This is an optimization exercise on Yosys and OpenROAD, whose aim is small area, a short achievable clock period and few clock cycles, not a production implementation.
No run shown here included a check of the RTL's function; only the layout flow was run.
Power is estimated from default activity; no workload was simulated.

===== design/flow/design.v =====
package sys_array_pkg;
  localparam int unsigned DefaultRow  = 4;
  localparam int unsigned DefaultCol  = 4;
  localparam int unsigned DefaultEs   = 8;
  localparam int unsigned DefaultKMax = 64;
endpackage
module pe_mac #(
  parameter int unsigned ES    = 8,
  parameter int unsigned ACC_W = 22
) (
  input  logic             clk,
  input  logic             i_clr,
  input  logic             i_signed,
  input  logic [ES-1:0]    i_a,
  input  logic [ES-1:0]    i_b,
  output logic [ACC_W-1:0] o_acc
);
  logic [ACC_W-1:0] r_acc;
  logic [ACC_W-1:0] w_acc_q;
  logic [ACC_W-1:0] w_row0, w_row1;
  logic w_pp_0_0;
  logic w_pp_0_1;
  logic w_pp_0_2;
  logic w_pp_0_3;
  logic w_pp_0_4;
  logic w_pp_0_5;
  logic w_pp_0_6;
  logic w_pp_0_7;
  logic w_pp_1_0;
  logic w_pp_1_1;
  logic w_pp_1_2;
  logic w_pp_1_3;
  logic w_pp_1_4;
  logic w_pp_1_5;
  logic w_pp_1_6;
  logic w_pp_1_7;
  logic w_pp_2_0;
  logic w_pp_2_1;
  logic w_pp_2_2;
  logic w_pp_2_3;
  logic w_pp_2_4;
  logic w_pp_2_5;
  logic w_pp_2_6;
  logic w_pp_2_7;
  logic w_pp_3_0;
  logic w_pp_3_1;
  logic w_pp_3_2;
  logic w_pp_3_3;
  logic w_pp_3_4;
  logic w_pp_3_5;
  logic w_pp_3_6;
  logic w_pp_3_7;
  logic w_pp_4_0;
  logic w_pp_4_1;
  logic w_pp_4_2;
  logic w_pp_4_3;
  logic w_pp_4_4;
  logic w_pp_4_5;
  logic w_pp_4_6;
  logic w_pp_4_7;
  logic w_pp_5_0;
  logic w_pp_5_1;
  logic w_pp_5_2;
  logic w_pp_5_3;
  logic w_pp_5_4;
  logic w_pp_5_5;
  logic w_pp_5_6;
  logic w_pp_5_7;
  logic w_pp_6_0;
  logic w_pp_6_1;
  logic w_pp_6_2;
  logic w_pp_6_3;
  logic w_pp_6_4;
  logic w_pp_6_5;
  logic w_pp_6_6;
  logic w_pp_6_7;
  logic w_pp_7_0;
  logic w_pp_7_1;
  logic w_pp_7_2;
  logic w_pp_7_3;
  logic w_pp_7_4;
  logic w_pp_7_5;
  logic w_pp_7_6;
  logic w_pp_7_7;
  logic w_s1, w_c2;
  logic w_s3, w_c4;
  logic w_s5, w_c6;
  logic w_s7, w_c8;
  logic w_s9, w_c10;
  logic w_s11, w_c12;
  logic w_s13, w_c14;
  logic w_s15, w_c16;
  logic w_s17, w_c18;
  logic w_s19, w_c20;
  logic w_s21, w_c22;
  logic w_s23, w_c24;
  logic w_s25, w_c26;
  logic w_s27, w_c28;
  logic w_s29, w_c30;
  logic w_s31, w_c32;
  logic w_s33, w_c34;
  logic w_s35, w_c36;
  logic w_s37, w_c38;
  logic w_s39, w_c40;
  logic w_s41, w_c42;
  logic w_s43, w_c44;
  logic w_s45, w_c46;
  logic w_s47, w_c48;
  logic w_s49, w_c50;
  logic w_s51, w_c52;
  logic w_s53, w_c54;
  logic w_s55, w_c56;
  logic w_s57, w_c58;
  logic w_s59, w_c60;
  logic w_s61, w_c62;
  logic w_s63, w_c64;
  logic w_s65, w_c66;
  logic w_s67, w_c68;
  logic w_s69, w_c70;
  logic w_s71, w_c72;
  logic w_s73, w_c74;
  logic w_s75, w_c76;
  logic w_s77, w_c78;
  logic w_s79, w_c80;
  logic w_s81, w_c82;
  logic w_s83, w_c84;
  logic w_s85, w_c86;
  logic w_s87, w_c88;
  logic w_s89, w_c90;
  logic w_s91, w_c92;
  logic w_s93, w_c94;
  logic w_s95, w_c96;
  logic w_s97, w_c98;
  logic w_s99, w_c100;
  logic w_s101, w_c102;
  logic w_s103, w_c104;
  logic w_s105, w_c106;
  logic w_s107, w_c108;
  logic w_s109, w_c110;
  logic w_s111, w_c112;
  logic w_s113, w_c114;
  logic w_s115, w_c116;
  logic w_s117, w_c118;
  logic w_s119, w_c120;
  logic w_s121, w_c122;
  logic w_s123, w_c124;
  logic w_s125, w_c126;
  assign w_acc_q = i_clr ? '0 : r_acc;
  assign w_pp_0_0 = i_a[0] & i_b[0];
  assign w_pp_0_1 = i_a[0] & i_b[1];
  assign w_pp_0_2 = i_a[0] & i_b[2];
  assign w_pp_0_3 = i_a[0] & i_b[3];
  assign w_pp_0_4 = i_a[0] & i_b[4];
  assign w_pp_0_5 = i_a[0] & i_b[5];
  assign w_pp_0_6 = i_a[0] & i_b[6];
  assign w_pp_0_7 = (i_a[0] & i_b[7]) ^ i_signed;
  assign w_pp_1_0 = i_a[1] & i_b[0];
  assign w_pp_1_1 = i_a[1] & i_b[1];
  assign w_pp_1_2 = i_a[1] & i_b[2];
  assign w_pp_1_3 = i_a[1] & i_b[3];
  assign w_pp_1_4 = i_a[1] & i_b[4];
  assign w_pp_1_5 = i_a[1] & i_b[5];
  assign w_pp_1_6 = i_a[1] & i_b[6];
  assign w_pp_1_7 = (i_a[1] & i_b[7]) ^ i_signed;
  assign w_pp_2_0 = i_a[2] & i_b[0];
  assign w_pp_2_1 = i_a[2] & i_b[1];
  assign w_pp_2_2 = i_a[2] & i_b[2];
  assign w_pp_2_3 = i_a[2] & i_b[3];
  assign w_pp_2_4 = i_a[2] & i_b[4];
  assign w_pp_2_5 = i_a[2] & i_b[5];
  assign w_pp_2_6 = i_a[2] & i_b[6];
  assign w_pp_2_7 = (i_a[2] & i_b[7]) ^ i_signed;
  assign w_pp_3_0 = i_a[3] & i_b[0];
  assign w_pp_3_1 = i_a[3] & i_b[1];
  assign w_pp_3_2 = i_a[3] & i_b[2];
  assign w_pp_3_3 = i_a[3] & i_b[3];
  assign w_pp_3_4 = i_a[3] & i_b[4];
  assign w_pp_3_5 = i_a[3] & i_b[5];
  assign w_pp_3_6 = i_a[3] & i_b[6];
  assign w_pp_3_7 = (i_a[3] & i_b[7]) ^ i_signed;
  assign w_pp_4_0 = i_a[4] & i_b[0];
  assign w_pp_4_1 = i_a[4] & i_b[1];
  assign w_pp_4_2 = i_a[4] & i_b[2];
  assign w_pp_4_3 = i_a[4] & i_b[3];
  assign w_pp_4_4 = i_a[4] & i_b[4];
  assign w_pp_4_5 = i_a[4] & i_b[5];
  assign w_pp_4_6 = i_a[4] & i_b[6];
  assign w_pp_4_7 = (i_a[4] & i_b[7]) ^ i_signed;
  assign w_pp_5_0 = i_a[5] & i_b[0];
  assign w_pp_5_1 = i_a[5] & i_b[1];
  assign w_pp_5_2 = i_a[5] & i_b[2];
  assign w_pp_5_3 = i_a[5] & i_b[3];
  assign w_pp_5_4 = i_a[5] & i_b[4];
  assign w_pp_5_5 = i_a[5] & i_b[5];
  assign w_pp_5_6 = i_a[5] & i_b[6];
  assign w_pp_5_7 = (i_a[5] & i_b[7]) ^ i_signed;
  assign w_pp_6_0 = i_a[6] & i_b[0];
  assign w_pp_6_1 = i_a[6] & i_b[1];
  assign w_pp_6_2 = i_a[6] & i_b[2];
  assign w_pp_6_3 = i_a[6] & i_b[3];
  assign w_pp_6_4 = i_a[6] & i_b[4];
  assign w_pp_6_5 = i_a[6] & i_b[5];
  assign w_pp_6_6 = i_a[6] & i_b[6];
  assign w_pp_6_7 = (i_a[6] & i_b[7]) ^ i_signed;
  assign w_pp_7_0 = (i_a[7] & i_b[0]) ^ i_signed;
  assign w_pp_7_1 = (i_a[7] & i_b[1]) ^ i_signed;
  assign w_pp_7_2 = (i_a[7] & i_b[2]) ^ i_signed;
  assign w_pp_7_3 = (i_a[7] & i_b[3]) ^ i_signed;
  assign w_pp_7_4 = (i_a[7] & i_b[4]) ^ i_signed;
  assign w_pp_7_5 = (i_a[7] & i_b[5]) ^ i_signed;
  assign w_pp_7_6 = (i_a[7] & i_b[6]) ^ i_signed;
  assign w_pp_7_7 = i_a[7] & i_b[7];
  assign w_s1 = w_pp_0_5 ^ w_pp_1_4;
  assign w_c2 = w_pp_0_5 & w_pp_1_4;
  assign w_s3 = w_pp_0_6 ^ w_pp_1_5 ^ w_pp_2_4;
  assign w_c4 = (w_pp_0_6 & w_pp_1_5) | (w_pp_0_6 & w_pp_2_4) | (w_pp_1_5 & w_pp_2_4);
  assign w_s5 = w_pp_3_3 ^ w_pp_4_2;
  assign w_c6 = w_pp_3_3 & w_pp_4_2;
  assign w_s7 = w_pp_0_7 ^ w_pp_1_6 ^ w_pp_2_5;
  assign w_c8 = (w_pp_0_7 & w_pp_1_6) | (w_pp_0_7 & w_pp_2_5) | (w_pp_1_6 & w_pp_2_5);
  assign w_s9 = w_pp_3_4 ^ w_pp_4_3 ^ w_pp_5_2;
  assign w_c10 = (w_pp_3_4 & w_pp_4_3) | (w_pp_3_4 & w_pp_5_2) | (w_pp_4_3 & w_pp_5_2);
  assign w_s11 = w_pp_6_1 ^ w_pp_7_0;
  assign w_c12 = w_pp_6_1 & w_pp_7_0;
  assign w_s13 = w_pp_1_7 ^ w_pp_2_6 ^ w_pp_3_5;
  assign w_c14 = (w_pp_1_7 & w_pp_2_6) | (w_pp_1_7 & w_pp_3_5) | (w_pp_2_6 & w_pp_3_5);
  assign w_s15 = w_pp_4_4 ^ w_pp_5_3 ^ w_pp_6_2;
  assign w_c16 = (w_pp_4_4 & w_pp_5_3) | (w_pp_4_4 & w_pp_6_2) | (w_pp_5_3 & w_pp_6_2);
  assign w_s17 = w_pp_7_1 ^ w_acc_q[8] ^ i_signed;
  assign w_c18 = (w_pp_7_1 & w_acc_q[8]) | (w_pp_7_1 & i_signed) | (w_acc_q[8] & i_signed);
  assign w_s19 = w_pp_2_7 ^ w_pp_3_6 ^ w_pp_4_5;
  assign w_c20 = (w_pp_2_7 & w_pp_3_6) | (w_pp_2_7 & w_pp_4_5) | (w_pp_3_6 & w_pp_4_5);
  assign w_s21 = w_pp_5_4 ^ w_pp_6_3 ^ w_pp_7_2;
  assign w_c22 = (w_pp_5_4 & w_pp_6_3) | (w_pp_5_4 & w_pp_7_2) | (w_pp_6_3 & w_pp_7_2);
  assign w_s23 = w_pp_3_7 ^ w_pp_4_6 ^ w_pp_5_5;
  assign w_c24 = (w_pp_3_7 & w_pp_4_6) | (w_pp_3_7 & w_pp_5_5) | (w_pp_4_6 & w_pp_5_5);
  assign w_s25 = w_pp_0_3 ^ w_pp_1_2;
  assign w_c26 = w_pp_0_3 & w_pp_1_2;
  assign w_s27 = w_pp_0_4 ^ w_pp_1_3 ^ w_pp_2_2;
  assign w_c28 = (w_pp_0_4 & w_pp_1_3) | (w_pp_0_4 & w_pp_2_2) | (w_pp_1_3 & w_pp_2_2);
  assign w_s29 = w_pp_3_1 ^ w_pp_4_0;
  assign w_c30 = w_pp_3_1 & w_pp_4_0;
  assign w_s31 = w_pp_2_3 ^ w_pp_3_2 ^ w_pp_4_1;
  assign w_c32 = (w_pp_2_3 & w_pp_3_2) | (w_pp_2_3 & w_pp_4_1) | (w_pp_3_2 & w_pp_4_1);
  assign w_s33 = w_pp_5_0 ^ w_acc_q[5] ^ w_s1;
  assign w_c34 = (w_pp_5_0 & w_acc_q[5]) | (w_pp_5_0 & w_s1) | (w_acc_q[5] & w_s1);
  assign w_s35 = w_pp_5_1 ^ w_pp_6_0 ^ w_acc_q[6];
  assign w_c36 = (w_pp_5_1 & w_pp_6_0) | (w_pp_5_1 & w_acc_q[6]) | (w_pp_6_0 & w_acc_q[6]);
  assign w_s37 = w_c2 ^ w_s3 ^ w_s5;
  assign w_c38 = (w_c2 & w_s3) | (w_c2 & w_s5) | (w_s3 & w_s5);
  assign w_s39 = w_acc_q[7] ^ w_c4 ^ w_c6;
  assign w_c40 = (w_acc_q[7] & w_c4) | (w_acc_q[7] & w_c6) | (w_c4 & w_c6);
  assign w_s41 = w_s7 ^ w_s9 ^ w_s11;
  assign w_c42 = (w_s7 & w_s9) | (w_s7 & w_s11) | (w_s9 & w_s11);
  assign w_s43 = w_c8 ^ w_c10 ^ w_c12;
  assign w_c44 = (w_c8 & w_c10) | (w_c8 & w_c12) | (w_c10 & w_c12);
  assign w_s45 = w_s13 ^ w_s15 ^ w_s17;
  assign w_c46 = (w_s13 & w_s15) | (w_s13 & w_s17) | (w_s15 & w_s17);
  assign w_s47 = w_acc_q[9] ^ w_c14 ^ w_c16;
  assign w_c48 = (w_acc_q[9] & w_c14) | (w_acc_q[9] & w_c16) | (w_c14 & w_c16);
  assign w_s49 = w_c18 ^ w_s19 ^ w_s21;
  assign w_c50 = (w_c18 & w_s19) | (w_c18 & w_s21) | (w_s19 & w_s21);
  assign w_s51 = w_pp_6_4 ^ w_pp_7_3 ^ w_acc_q[10];
  assign w_c52 = (w_pp_6_4 & w_pp_7_3) | (w_pp_6_4 & w_acc_q[10]) | (w_pp_7_3 & w_acc_q[10]);
  assign w_s53 = w_c20 ^ w_c22 ^ w_s23;
  assign w_c54 = (w_c20 & w_c22) | (w_c20 & w_s23) | (w_c22 & w_s23);
  assign w_s55 = w_pp_4_7 ^ w_pp_5_6 ^ w_pp_6_5;
  assign w_c56 = (w_pp_4_7 & w_pp_5_6) | (w_pp_4_7 & w_pp_6_5) | (w_pp_5_6 & w_pp_6_5);
  assign w_s57 = w_pp_7_4 ^ w_acc_q[11] ^ w_c24;
  assign w_c58 = (w_pp_7_4 & w_acc_q[11]) | (w_pp_7_4 & w_c24) | (w_acc_q[11] & w_c24);
  assign w_s59 = w_pp_5_7 ^ w_pp_6_6 ^ w_pp_7_5;
  assign w_c60 = (w_pp_5_7 & w_pp_6_6) | (w_pp_5_7 & w_pp_7_5) | (w_pp_6_6 & w_pp_7_5);
  assign w_s61 = w_pp_0_2 ^ w_pp_1_1;
  assign w_c62 = w_pp_0_2 & w_pp_1_1;
  assign w_s63 = w_pp_2_1 ^ w_pp_3_0 ^ w_acc_q[3];
  assign w_c64 = (w_pp_2_1 & w_pp_3_0) | (w_pp_2_1 & w_acc_q[3]) | (w_pp_3_0 & w_acc_q[3]);
  assign w_s65 = w_acc_q[4] ^ w_c26 ^ w_s27;
  assign w_c66 = (w_acc_q[4] & w_c26) | (w_acc_q[4] & w_s27) | (w_c26 & w_s27);
  assign w_s67 = w_c28 ^ w_c30 ^ w_s31;
  assign w_c68 = (w_c28 & w_c30) | (w_c28 & w_s31) | (w_c30 & w_s31);
  assign w_s69 = w_c32 ^ w_s35 ^ w_c34;
  assign w_c70 = (w_c32 & w_s35) | (w_c32 & w_c34) | (w_s35 & w_c34);
  assign w_s71 = w_c36 ^ w_c38 ^ w_s39;
  assign w_c72 = (w_c36 & w_c38) | (w_c36 & w_s39) | (w_c38 & w_s39);
  assign w_s73 = w_c40 ^ w_c42 ^ w_s43;
  assign w_c74 = (w_c40 & w_c42) | (w_c40 & w_s43) | (w_c42 & w_s43);
  assign w_s75 = w_c44 ^ w_c46 ^ w_s47;
  assign w_c76 = (w_c44 & w_c46) | (w_c44 & w_s47) | (w_c46 & w_s47);
  assign w_s77 = w_s51 ^ w_c48 ^ w_c50;
  assign w_c78 = (w_s51 & w_c48) | (w_s51 & w_c50) | (w_c48 & w_c50);
  assign w_s79 = w_c52 ^ w_s55 ^ w_c54;
  assign w_c80 = (w_c52 & w_s55) | (w_c52 & w_c54) | (w_s55 & w_c54);
  assign w_s81 = w_acc_q[12] ^ w_c56 ^ w_s59;
  assign w_c82 = (w_acc_q[12] & w_c56) | (w_acc_q[12] & w_s59) | (w_c56 & w_s59);
  assign w_s83 = w_pp_6_7 ^ w_pp_7_6 ^ w_acc_q[13];
  assign w_c84 = (w_pp_6_7 & w_pp_7_6) | (w_pp_6_7 & w_acc_q[13]) | (w_pp_7_6 & w_acc_q[13]);
  assign w_s85 = w_pp_0_1 ^ w_pp_1_0;
  assign w_c86 = w_pp_0_1 & w_pp_1_0;
  assign w_s87 = w_pp_2_0 ^ w_acc_q[2] ^ w_s61;
  assign w_c88 = (w_pp_2_0 & w_acc_q[2]) | (w_pp_2_0 & w_s61) | (w_acc_q[2] & w_s61);
  assign w_s89 = w_s25 ^ w_c62 ^ w_s63;
  assign w_c90 = (w_s25 & w_c62) | (w_s25 & w_s63) | (w_c62 & w_s63);
  assign w_s91 = w_s29 ^ w_c64 ^ w_s65;
  assign w_c92 = (w_s29 & w_c64) | (w_s29 & w_s65) | (w_c64 & w_s65);
  assign w_s93 = w_s33 ^ w_c66 ^ w_s67;
  assign w_c94 = (w_s33 & w_c66) | (w_s33 & w_s67) | (w_c66 & w_s67);
  assign w_s95 = w_s37 ^ w_c68 ^ w_s69;
  assign w_c96 = (w_s37 & w_c68) | (w_s37 & w_s69) | (w_c68 & w_s69);
  assign w_s97 = w_s41 ^ w_c70 ^ w_s71;
  assign w_c98 = (w_s41 & w_c70) | (w_s41 & w_s71) | (w_c70 & w_s71);
  assign w_s99 = w_s45 ^ w_c72 ^ w_s73;
  assign w_c100 = (w_s45 & w_c72) | (w_s45 & w_s73) | (w_c72 & w_s73);
  assign w_s101 = w_s49 ^ w_c74 ^ w_s75;
  assign w_c102 = (w_s49 & w_c74) | (w_s49 & w_s75) | (w_c74 & w_s75);
  assign w_s103 = w_s53 ^ w_c76 ^ w_s77;
  assign w_c104 = (w_s53 & w_c76) | (w_s53 & w_s77) | (w_c76 & w_s77);
  assign w_s105 = w_s57 ^ w_c78 ^ w_s79;
  assign w_c106 = (w_s57 & w_c78) | (w_s57 & w_s79) | (w_c78 & w_s79);
  assign w_s107 = w_c58 ^ w_s81 ^ w_c80;
  assign w_c108 = (w_c58 & w_s81) | (w_c58 & w_c80) | (w_s81 & w_c80);
  assign w_s109 = w_c60 ^ w_s83 ^ w_c82;
  assign w_c110 = (w_c60 & w_s83) | (w_c60 & w_c82) | (w_s83 & w_c82);
  assign w_s111 = w_pp_7_7 ^ w_acc_q[14] ^ w_c84;
  assign w_c112 = (w_pp_7_7 & w_acc_q[14]) | (w_pp_7_7 & w_c84) | (w_acc_q[14] & w_c84);
  assign w_s113 = w_acc_q[15] ^ i_signed;
  assign w_c114 = w_acc_q[15] & i_signed;
  assign w_s115 = w_acc_q[16] ^ i_signed;
  assign w_c116 = w_acc_q[16] & i_signed;
  assign w_s117 = w_acc_q[17] ^ i_signed;
  assign w_c118 = w_acc_q[17] & i_signed;
  assign w_s119 = w_acc_q[18] ^ i_signed;
  assign w_c120 = w_acc_q[18] & i_signed;
  assign w_s121 = w_acc_q[19] ^ i_signed;
  assign w_c122 = w_acc_q[19] & i_signed;
  assign w_s123 = w_acc_q[20] ^ i_signed;
  assign w_c124 = w_acc_q[20] & i_signed;
  assign w_s125 = w_acc_q[21] ^ i_signed;
  assign w_c126 = w_acc_q[21] & i_signed;
  assign w_row0 = {w_c124, w_c122, w_c120, w_c118, w_c116, w_c114, w_c112, w_c110, w_c108, w_c106, w_c104, w_c102, w_c100, w_c98, w_c96, w_c94, w_c92, w_c90, w_c88, w_c86, w_acc_q[1], w_pp_0_0};
  assign w_row1 = {w_s125, w_s123, w_s121, w_s119, w_s117, w_s115, w_s113, w_s111, w_s109, w_s107, w_s105, w_s103, w_s101, w_s99, w_s97, w_s95, w_s93, w_s91, w_s89, w_s87, w_s85, w_acc_q[0]};
  always_ff @(posedge clk) begin
    r_acc <= w_row0 + w_row1;
  end
  assign o_acc = r_acc;
endmodule
module systolic_array_os #(
  parameter int unsigned ROW   = sys_array_pkg::DefaultRow,
  parameter int unsigned COL   = sys_array_pkg::DefaultCol,
  parameter int unsigned ES    = sys_array_pkg::DefaultEs,
  parameter int unsigned K_MAX = sys_array_pkg::DefaultKMax,
  parameter int unsigned ACC_W = 2 * ES + $clog2(K_MAX)
) (
  input  logic                         clk,
  input  logic                         rst_n,
  input  logic                         start,
  input  logic [$clog2(K_MAX+1)-1:0]   k_len,
  input  logic                         signed_mode,
  input  logic                         in_vld,
  output logic                         in_rdy,
  input  logic [ROW*ES-1:0]            a_vec,
  input  logic [COL*ES-1:0]            b_vec,
  output logic                         out_vld,
  input  logic                         out_rdy,
  output logic [COL*ACC_W-1:0]         out_row,
  output logic [$clog2(ROW)-1:0]       out_row_idx,
  output logic                         out_last,
  output logic                         busy,
  output logic                         done
);
  localparam int unsigned KW = $clog2(K_MAX + 1);
  localparam int unsigned RW = $clog2(ROW);
  logic          r_feed;       
  logic          r_zero;       
  logic          r_first;      
  logic [KW-1:0] r_k_rem;      
  logic          r_signed;
  logic [ES-1:0] r_a [ROW];
  logic [ES-1:0] r_b [COL];
  logic          r_clr;        
  logic          r_last;       
  logic          r_out_vld;
  logic [RW-1:0] r_row;
  logic          r_row_last;   
  logic [KW-1:0]    w_k_clamp;
  logic             w_start, w_acc_free, w_in_rdy, w_fire, w_issue, w_xfer;
  logic [ACC_W-1:0] w_acc [ROW][COL];
  assign w_k_clamp = (k_len > KW'(K_MAX)) ? KW'(K_MAX) : k_len;
  assign w_start   = start & ~busy;
  assign w_xfer    = r_out_vld & out_rdy;
  assign w_acc_free = ~r_last & (~r_out_vld | (r_row_last & out_rdy));
  assign w_in_rdy   = r_feed & (~r_first | w_acc_free);
  assign w_fire     = in_vld & w_in_rdy;
  assign w_issue    = w_fire | (r_zero & w_acc_free);
  always_ff @(posedge clk) begin
    if (!rst_n) begin
      r_feed     <= 1'b0;
      r_zero     <= 1'b0;
      r_first    <= 1'b0;
      r_clr      <= 1'b0;
      r_last     <= 1'b0;
      r_out_vld  <= 1'b0;
      r_row      <= '0;
      r_row_last <= 1'b0;
    end else begin
      if (w_start) begin
        r_feed  <= (w_k_clamp != '0);
        r_zero  <= (w_k_clamp == '0);
        r_first <= 1'b1;
      end else begin
        if (w_fire) begin
          r_first <= 1'b0;
          if (r_k_rem == KW'(1)) r_feed <= 1'b0;
        end
        if (r_zero && w_acc_free) r_zero <= 1'b0;
      end
      r_clr  <= w_issue & (r_first | r_zero);
      r_last <= w_issue & (r_zero | (r_k_rem == KW'(1)));
      if (r_last) begin
        r_out_vld  <= 1'b1;
        r_row      <= '0;
        r_row_last <= 1'b0;
      end else if (w_xfer) begin
        r_out_vld  <= ~r_row_last;
        r_row      <= r_row + RW'(1);
        r_row_last <= (r_row == RW'(ROW - 2));
      end
    end
  end
  always_ff @(posedge clk) begin
    if (w_start) begin
      r_k_rem  <= w_k_clamp;
      r_signed <= signed_mode;
    end else if (w_fire) begin
      r_k_rem <= r_k_rem - KW'(1);
    end
  end
  always_ff @(posedge clk) begin
    for (int r = 0; r < ROW; r++) r_a[r] <= w_fire ? a_vec[r*ES +: ES] : '0;
    for (int c = 0; c < COL; c++) r_b[c] <= b_vec[c*ES +: ES];
  end
  for (genvar gr = 0; gr < ROW; gr++) begin : g_row
    for (genvar gc = 0; gc < COL; gc++) begin : g_col
      pe_mac #(
        .ES   (ES),
        .ACC_W(ACC_W)
      ) u_pe (
        .clk     (clk),
        .i_clr   (r_clr),
        .i_signed(r_signed),
        .i_a     (r_a[gr]),
        .i_b     (r_b[gc]),
        .o_acc   (w_acc[gr][gc])
      );
    end
  end
  always_comb begin
    for (int c = 0; c < COL; c++) out_row[c*ACC_W +: ACC_W] = w_acc[r_row][c];
  end
  assign in_rdy      = w_in_rdy;
  assign out_vld     = r_out_vld;
  assign out_row_idx = r_row;
  assign out_last    = r_row_last;
  assign busy        = r_feed | r_zero;
  assign done        = r_row_last & out_rdy;
endmodule

===== design/flow/run.sh =====
#!/bin/bash
# synth_recipe.tcl (not shown) runs the flow's synth.tcl, then flattens the netlist and writes it again
# the make line also repeats each setting of config.mk as NAME=value (left out here)
make -C /OpenROAD-flow-scripts/flow DESIGN_CONFIG=/design/flow/config.mk WORK_HOME=/design/flow/orfs CLKGATE_MAP_FILE= SYNTH_SCRIPT=/design/flow/synth_recipe.tcl finish

===== design/flow/config.mk =====
export PLATFORM = sky130hd
export DESIGN_NAME = systolic_array_os
export DESIGN_NICKNAME = systolic_array_os
export VERILOG_FILES = /design/flow/design.v
export SDC_FILE = /design/flow/constraint.sdc
export NUM_CORES = 4
export LEC_CHECK = 0
export CAP_MARGIN = 20
export CORE_MARGIN = 2
export CORE_UTILIZATION = 40
export SETUP_SLACK_MARGIN = 3
export SLEW_MARGIN = 20

===== design/flow/constraint.sdc =====
create_clock -name core_clock -period 10.0 [get_ports {clk}]
set_input_delay 2.0000 -clock core_clock [delete_from_list [all_inputs] [get_ports {clk}]]
set_output_delay 2.0000 -clock core_clock [all_outputs]
set_load 0.01 [all_outputs]

==> summary.md, run 1 <==
| Metric | Value |
|---|---|
| Simple-Gate Fraction of Synth Area | 18.4% |
| Xor and xnor area share after synthesis | 8.25% |
| Worst VDD drop | 0.155 mV |
| Crit path time final | just over 6 ns |
| CTS Buffer Depth | 3 |
| Share of the synthesized area in the top cell type | about 27% |
| I/O pin count | 172 |
| Crit Reg-Reg Startpoint | r_signed$_DFFE_PP_ |
| Layout cell share with drive strength beyond 1 | 3.80% |
| H-tree depth | 2 |
| Post-DRT Antenna Nets | 1 |
| Top cells by count, synth | nand2_1 (799), fa_1 (784), inv_1 (718) |
| Top cells by area, synth | fa_1 (27%), dfxtp_1 (15%), ha_1 (12%) |
| DIE WIDTH | 384 um |
| CTS resizes | 0 |
| Main combinational cell family by area after synthesis | adder cells |
| P&R area growth vs syn | 9.98% |
| Hold path startpoint | r_row_last$_SDFFE_PP0P_ |
| Critical Path AT | 4.20 ns |
| Worst path required time | 8.00 ns |
| Core ar. | 143000 um^2 |
| Syn_area_per_cell | 8.89 um^2 |
| Worst Tran Pin Value | ~1.0 ns |
| Critical setup path kind | register to output pin |
| Largest net degree at the start of global routing | 154 |
| Count leader, synth | nand2_1 |
| Synth Area in Compound Gates | 11.3% |
| EDFF count, synth | 8 |
| Iter 0 DRT Violations | between 2000 and 3000 |
| Tot Pwr | 19.4 mW |
| Final worst-path cycle share | 62.0% |
| FMAX | 0.161 GHz |
| CP Max Fanout | 63 |
| Final Skew | between 0.02 and 0.025 ns |
| Mapped cell area | slightly below 60000 um^2 |
| RSZ-0062 raised after global routing | no |
| Synth cell types | 86 |
| Clk Tree Root Cell | clkbuf_16 |
| Post-synthesis mux area share | 0.816% |
| P per Cell Area | 306 nW/um^2 |
| Critical Path Sink Type | output pin |
| GRT overflow | 0 |
| Hold Vio Cnt, Final | 0 |
| Antenna violations before repair | 8 |
| Routed length per instance | 20.4 um |
| Worst Setup SP | r_row[0]$_SDFFE_PP0P_ |
| Met1 WL | roughly 75 mm |
| Met2 wire length | 79.1 mm |
| HPWL Detailed | ~120 mm |
| Total of max-cap violations | 0 |
| # clock sinks | 433 |
| Cells after Synth | 6482 |
| Post-synth top area cell | fa_1 |
| Die Ht | 384 um |
| DRT Wirelength | 172 mm |
| CTS tree | done |
| Outcome | finished with violations |
| Met3 WL | 10.4 mm |
| Max Slew Vio Count | 0 |
| Gpl congestion | 0.921 |
| DRC Markers | 0 |
| GR Util All Layers | 23.5% |
| Top Layer Used | met4 |
| Worst Setup Start Kind | register |
| Starting Density | between 40 and 50% |
| Synthesis Warnings | 7 |
| Sequential area share after synthesis | 15.2% |
| Clk latency of the worst-skew pair | roughly 0.70 ns |
| Adder and majority gate portion of the synthesized area | roughly 40% |
| Synth async-reset ratio | 0% |
| Vias per cell | 5.33 |
| # port buffers | 171 |
| Vias in the first global route | 47200 |
| Syn Nets | 7893 |
| P_leak | 30.0 nW |
| Clk slew on worst S/H paths | 0.06 ns |
| Postcts setup bufs | 0 |
| Dominant synthesized flop cell | dfxtp_1 |
| Final TNS setup | 0 ns |
| Hold crit path type | register to register |
| First-pass GRT wire length | roughly 270 mm |
| Row cnt | 139 |
| # setup viols final | 0 |
| Num CTS Buffers | 60 |
| Vias | 44900 |
| Die footprint | ~150000 um^2 |
| Layout check faults | antenna rules |
| Hold_buf cts | 0 |
| Seq cells post-synth | 433 |
| Pre-antenna DRT Iters | 6 |
| Max-slew headroom | around 33% |
| Nets@finish | 7877 |
cell families (layout without fill, tap and decap cells):
| logic type | after synthesis | after routing |
|---|---|---|
| AOI/OAI and AO/OA | 965 | 965 |
| buffers and inverters | 1048 | 1084 |
| other | 0 | 5 |
| xor gates and xnor gates | 543 | 543 |
| and+or+nand+nor | 2114 | 2114 |
| adders and majority gates | 1334 | 1334 |
| muxes | 45 | 45 |
| DFF | 433 | 433 |
through the flow:
step	std cells	hold WS, ns	util, %	instance area, um^2	setup WS (ns)
after CTS	8421	0.494	44.2	63400	3.83
after floorplan	6482	0.452	-	57700	2.96
after detailed placement	8307	0.484	42.7	61200	4.00
after global routing	8421	0.519	44.2	63400	3.67
final	8426	0.497	44.2	63400	3.80
after global placement	8307	0.485	42.7	61200	4.03
layer usage:
layer / up-vias / GRT usage [%]
li1: 21000 / -
met5: - / 0
met2: 1215 / 38.5
met1: 22500 / 31.2
met3: 268 / 3.32
met4: 0 / 9.52
layout by cell type, fill, tap and decap left out, drive strengths merged, types with 182 or more instances in the layout:
cell type	Yosys	final
a21oi	257	257
and2	381	381
dfxtp	425	425
fa	784	784
ha	550	550
inv	718	720
nand2	799	799
nor2	191	191
nor2b	290	290
xnor2	361	361
xor2	182	182
area by class of cell:
| class | count | area, um^2 |
|---|---|---|
| Timing Repair Buffer | 251 | 2350 |
| Clock inverter | 33 | 432 |
| Sequential cell | 433 | 8770 |
| Multi-Input combinational cell | 5001 | 45000 |
| Clock buffer | 81 | 1710 |
| Tap cell | 1903 | 2380 |
| Antenna cell | 5 | 12.5 |
| Fill cell | 14000 | 79900 |
| Inverter | 719 | 2700 |
critical path: stages, from the launching register on:
cell and delay, ns:
dfxtp_1 0.41, inv_1 0.23, ha_4 0.49, buf_4 0.70, a222oi_1 0.28, mux2i_1 0.56, clkdlybuf4s50_1 0.66
flip-flops by register name (all words and copies together), names as in the netlist, 2 cells and up:
register                flops
g_row.g_col.u_pe.r_acc    352
r_a                        32
r_b                        32
r_k_rem                     7
r_row                       2
final timing paths:
kind,to,slack (ns),cells after the start
max,out_row[3],3.80,6
min,r_row_last$_SDFFE_PP0P_,0.50,2
max reg2reg,g_row[3].g_col[3].u_pe.r_acc[21]$_DFF_P_,3.95,15
min reg2reg,r_row_last$_SDFFE_PP0P_,0.50,2
power breakdown:
part           internal (mW)  switching, mW  total, mW
registers               2.71          0.480       3.19
logic                   6.11           7.69       13.8
clock network           1.43          0.975       2.41
total                   10.3           9.15       19.4
==> run 2: changes to the inputs <==
--- a/design/flow/config.mk
+++ b/design/flow/config.mk
@@ -8,5 +8,5 @@
 export CAP_MARGIN = 20
 export CORE_MARGIN = 2
 export CORE_UTILIZATION = 40
-export SETUP_SLACK_MARGIN = 3
+export SETUP_SLACK_MARGIN = 4.5
 export SLEW_MARGIN = 20
==> run 2 against run 1 <==
Against the previous run: first-iteration DRC count is 6.6% higher; non-clock buffer count is 8 higher; the run now finishes clean; highest routed layer is now met5; utilization is 0.73 points higher; cell area is 1.7% higher; clock power is 2% lower; clock skew is 0.021 ns higher; sequential share of layout area is 0.21 points lower; worst hold slack better by 0.016 ns; die area stayed put; sequential cell count stayed put; area after synthesis stayed put; worst setup slack better by 0.74 ns.
==> summary.md, run 2 <==
| Metric | Value |
|---|---|
| Outcome | timing/DRC/antenna clean |
| Row cnt | 139 (unchanged) |
| Syn Nets | 7893 (unchanged) |
| Max-slew headroom | 22.8% (-9.7 points) |
| CP max stage delay | 0.61 ns (-0.09 ns) |
| RSZ-0062 raised after global routing | yes |
| Synth async-reset ratio | 0% (unchanged) |
| Switching share of power | 47.0% (-0.11 points) |
| Seq cells post-synth | 433 (unchanged) |
| DRT Wirelength | 174 mm (+1.3%) |
| Nets@finish | 7884 (+0.089%) |
| P&R area growth vs syn | 11.8% |
| DIE WIDTH | 384 um (unchanged) |
| Slowest cell on crit path | clkdlybuf4s50_1 |
| Critical Path Sink Type | output pin |
| Post-synthesis mux area share | 0.816% (unchanged) |
| Setup crit end | out_row[66] |
| Die footprint | 147000 um^2 (unchanged) |
| Crit path depth | 8 (+2) |
| Hold_buf cts | 0 (unchanged) |
| CTS Buffer Depth | 3 (unchanged) |
| # clock sinks | 433 (unchanged) |
| P per Cell Area | 311 nW/um^2 (+1.6%) |
| Clk slew on worst S/H paths | 0.06 ns (about the same) |
| Total of max-cap violations | 0 (unchanged) |
| GR Util All Layers | 23.8% (+0.27 points) |
| Setup WS pre-CTS | 4.12 ns (+0.119 ns) |
| Num CTS Buffers | 59 (-1.7%) |
| Worst Tran Pin Value | 1.16 ns (+0.146 ns) |
| Adder and majority gate portion of the synthesized area | 39.2% (unchanged) |
| Critical setup path kind | register to output pin |
| Sequential area share after synthesis | 15.2% (unchanged) |
| Commonest non-fill, non-tap cell in the layout | nand2_1 |
| Largest net degree at the start of global routing | 135 (-12%) |
| # port buffers | 171 (unchanged) |
| Sequential share of power | 16.0% (-0.5 points) |
| Worst Setup SP | r_row[0]$_SDFFE_PP0P_ |
| Setup slack, reg-to-reg | 4.79 ns (+0.84 ns) |
| Top cells by area, synth | fa_1 (27%), dfxtp_1 (15%), ha_1 (12%) |
| Crit path time final | 5.46 ns (-0.740 ns) |
| R2r worst-path depth | 15 (unchanged) |
| Starting Density | 40.2% (unchanged) |
| # setup viols final | 0 (unchanged) |
| Tot Pwr | 20.0 mW (+3.3%) |
| Worst Setup Start Kind | register |
| Die Ht | 384 um (unchanged) |
| First-pass GRT wire length | 273 mm (+1.1%) |
| Simple-Gate Fraction of Synth Area | 18.4% (unchanged) |
| Syn_area_per_cell | 8.89 um^2 (unchanged) |
| CP top delay family | buffers and inverters |
| Vias in the first global route | 47300 (+0.22%) |
| HPWL Detailed | 124 mm (+0.21%) |
| GRT overflow | 0 (unchanged) |
| Max Slew Vio Count | 0 (unchanged) |
| Post-DRT Antenna Nets | 0 (-1) |
| Worst Path Buf+Inv | 4 (+1) |
| Placed insts | 8304 (-0.036%) |
| Hold crit path type | register to register |
| Critical Path AT | 3.46 ns (-0.74 ns) |
| Pre-antenna DRT Iters | 6 (unchanged) |
| FMAX | 0.183 GHz (+14%) |
| Final Skew | 0.0439 ns (+0.0209 ns) |
| Xor and xnor area share after synthesis | 8.25% (unchanged) |
| Biggest regs | g_row.g_col.u_pe.r_acc (352), r_a (32), r_b (32) |
| DRC Markers | 0 (unchanged) |
| Synth Area in Compound Gates | 11.3% (unchanged) |
| Mapped cell area | 57600 um^2 (unchanged) |
| Reg-to-Reg End | g_row[1].g_col[3].u_pe.r_acc[19]$_DFF_P_ |
| Worst VDD drop | 0.163 mV (+5.2%) |
| Synth cell types | 86 (unchanged) |
| H-tree depth | 2 (unchanged) |
| Post-synth top area cell | fa_1 |
| Synthesis Warnings | 7 (unchanged) |
| Antenna violations before repair | 12 (+4) |
| Final TNS setup | 0 ns (unchanged) |
| Layout cell share with drive strength beyond 1 | 6.04% (+2.2 points) |
| Clk latency of the worst-skew pair | 0.71 ns (about the same) |
| Max FFs per register | 352 (unchanged) |
| Clock power share | 11.7% (-0.7 points) |
| Core ar. | 143000 um^2 (unchanged) |
| Final worst-path cycle share | 54.6% (-7.4 points) |
| P_leak | 30.3 nW (+0.79%) |
| Largest register by flop count | g_row.g_col.u_pe.r_acc |
| Utilization after layout | 45.0% (+0.73 points) |
| Clk Tree Root Cell | clkbuf_16 |
| Worst path required time | 8.00 ns (about the same) |
| Vias per cell | 5.36 (+0.44%) |
| P_int | 10.6 mW (+3.5%) |
| Top cells by count, synth | nand2_1 (799), fa_1 (784), inv_1 (718) |
| P_sw | 9.42 mW (+3.0%) |
| CTS tree | done |
| Gpl congestion | 0.913 (-0.86%) |
| CP Max Fanout | 24 (-62%) |
| Cells after Synth | 6482 (unchanged) |
| Main combinational cell family by area after synthesis | adder cells |
| EDFF count, synth | 8 (unchanged) |
| I/O pin count | 172 (unchanged) |
| Count leader, synth | nand2_1 |
| Commonest non-fill, non-tap cells in the layout | nand2_1 (781), fa_1 (766), inv_1 (717) |
| Dominant synthesized flop cell | dfxtp_1 |
| Final worst-path setup slack | 4.54 ns (+0.740 ns) |
| Hold Vio Cnt, Final | 0 (unchanged) |
| Crit Reg-Reg Startpoint | r_signed$_DFFE_PP_ |
| Share of the synthesized area in the top cell type | 27.2% (unchanged) |
| Iter 0 DRT Violations | 2941 (+6.6%) |
| Fin cells | 8427 (+0.012%) |
| Vias | 45100 (+0.45%) |
| Critical path cell sequence | inv_1, ha_4, nor4_4, buf_4, buf_6, nand2_1, nand3_1, clkdlybuf4s50_1 |
| Comb pwr share | 72.3% (+1.2 points) |
| Routed length per instance | 20.7 um (+1.3%) |
[run 2: cell counts after synthesis]
No cell type changed its count.
[run 2: how the worst min path moves through the flow]
stage / depth (start not counted) / to / slack (ns) / startpoint
floorplan: 2 / r_clr$_SDFF_PN0_ / 0.45 / r_first$_SDFFE_PN0P_
global placement: 2 / r_row_last$_SDFFE_PP0P_ / 0.47 / r_row_last$_SDFFE_PP0P_
detailed placement: 2 / r_row_last$_SDFFE_PP0P_ / 0.48 / r_row_last$_SDFFE_PP0P_
CTS: 2 / r_row_last$_SDFFE_PP0P_ / 0.50 / r_row_last$_SDFFE_PP0P_
global route: 2 / r_row_last$_SDFFE_PP0P_ / 0.53 / r_row_last$_SDFFE_PP0P_
finish: 2 / r_row_last$_SDFFE_PP0P_ / 0.51 / r_row_last$_SDFFE_PP0P_
[run 2: final cells by class]
cell class / count / area (um^2)
well taps: 1903 / 2380
multi-input cells: 5001 / 45900
fillers: 13900 / 78900
repair buffers: 259 / 2550
clock buffers: 73 / 1590
clock inverters: 38 / 484
diodes: 1 / 2.50
inverters: 719 / 2700
flip-flops and latches: 433 / 8780
[run 2: metrics by stage]
step	hold WS, ns	cell area (um^2)
final	0.513	64400
after global placement	0.472	61900
after global routing	0.530	64400
after CTS	0.503	64300
after detailed placement	0.479	61900
after floorplan	0.452	58500
[run 2: power groups by stage]
stage	Clock, mW	Combinational [mW]	Sequential [mW]
after detailed placement	0	14.3	3.22
after global routing	2.45	16.2	3.29
after global placement	0	14.1	3.21
after CTS	2.40	14.5	3.20
final	2.35	14.5	3.21
after floorplan	0	11.2	3.01
[run 2: worst reg2reg max path, cell delays in order (launching register included)]
cell and delay, ns:
edfxtp_1 0.32, buf_4 0.16, buf_16 0.43, xor2_1 0.43, fa_1 0.41, fa_1 0.49, inv_1 0.06, fa_1 0.51
fa_1 0.50, ha_1 0.39, nand3_1 0.10, a211oi_1 0.54, o21ai_0 0.21, a21oi_1 0.27, a31oi_1 0.13, xnor2_1 0.13
[run 2: cells by family (layout without fill, tap and decap cells)]
family,Yosys count,in the layout
simple gates,2114,2114
buf+inv,1048,1089
mux,45,45
fa+ha+maj,1334,1334
other cells,0,1
flops,433,433
compound gates,965,965
xor+xnor,543,543
[run 2: timing repair]
item,CTS,global route
resized for setup,70,13
pin swaps,2,1
cloned,3,0
setup endpoints to repair,97,33
buffers inserted,6,2
[run 2: routing by layer]
metal  track usage, %  vias up  share of wire, %
met5                0        -             0.026
met2             38.9     1270                46
met3             2.70      275               5.8
li1                 -    21000                 -
met1             31.7    22600                43
met4             10.5        8               4.9

what the ideal ports hide:
No port has a modelled driver above. Below, the same layouts with a new extraction and two added sets of constraints. Step 1 assumes that a clkbuf_16 drives the clock port and a buf_2 every other input. Step 2 times the ports against the registers' clock, not the clock port: input delays grow and output delays shrink by t, the midpoint of the rising clock arrivals with the driver on. Three values: ideal, step 1, step 2; two values: the first two.
| run | t (ns) | setup WS [ns] | worst setup path after step 2 | cell pins on the clock port's net |
|---|---|---|---|---|
| run 1 | 0.771 | 3.800 / 3.720 / 3.945 | register to register | 1 |
| run 2 | 0.774 | 4.539 / 4.460 / 4.790 | register to register | 1 |
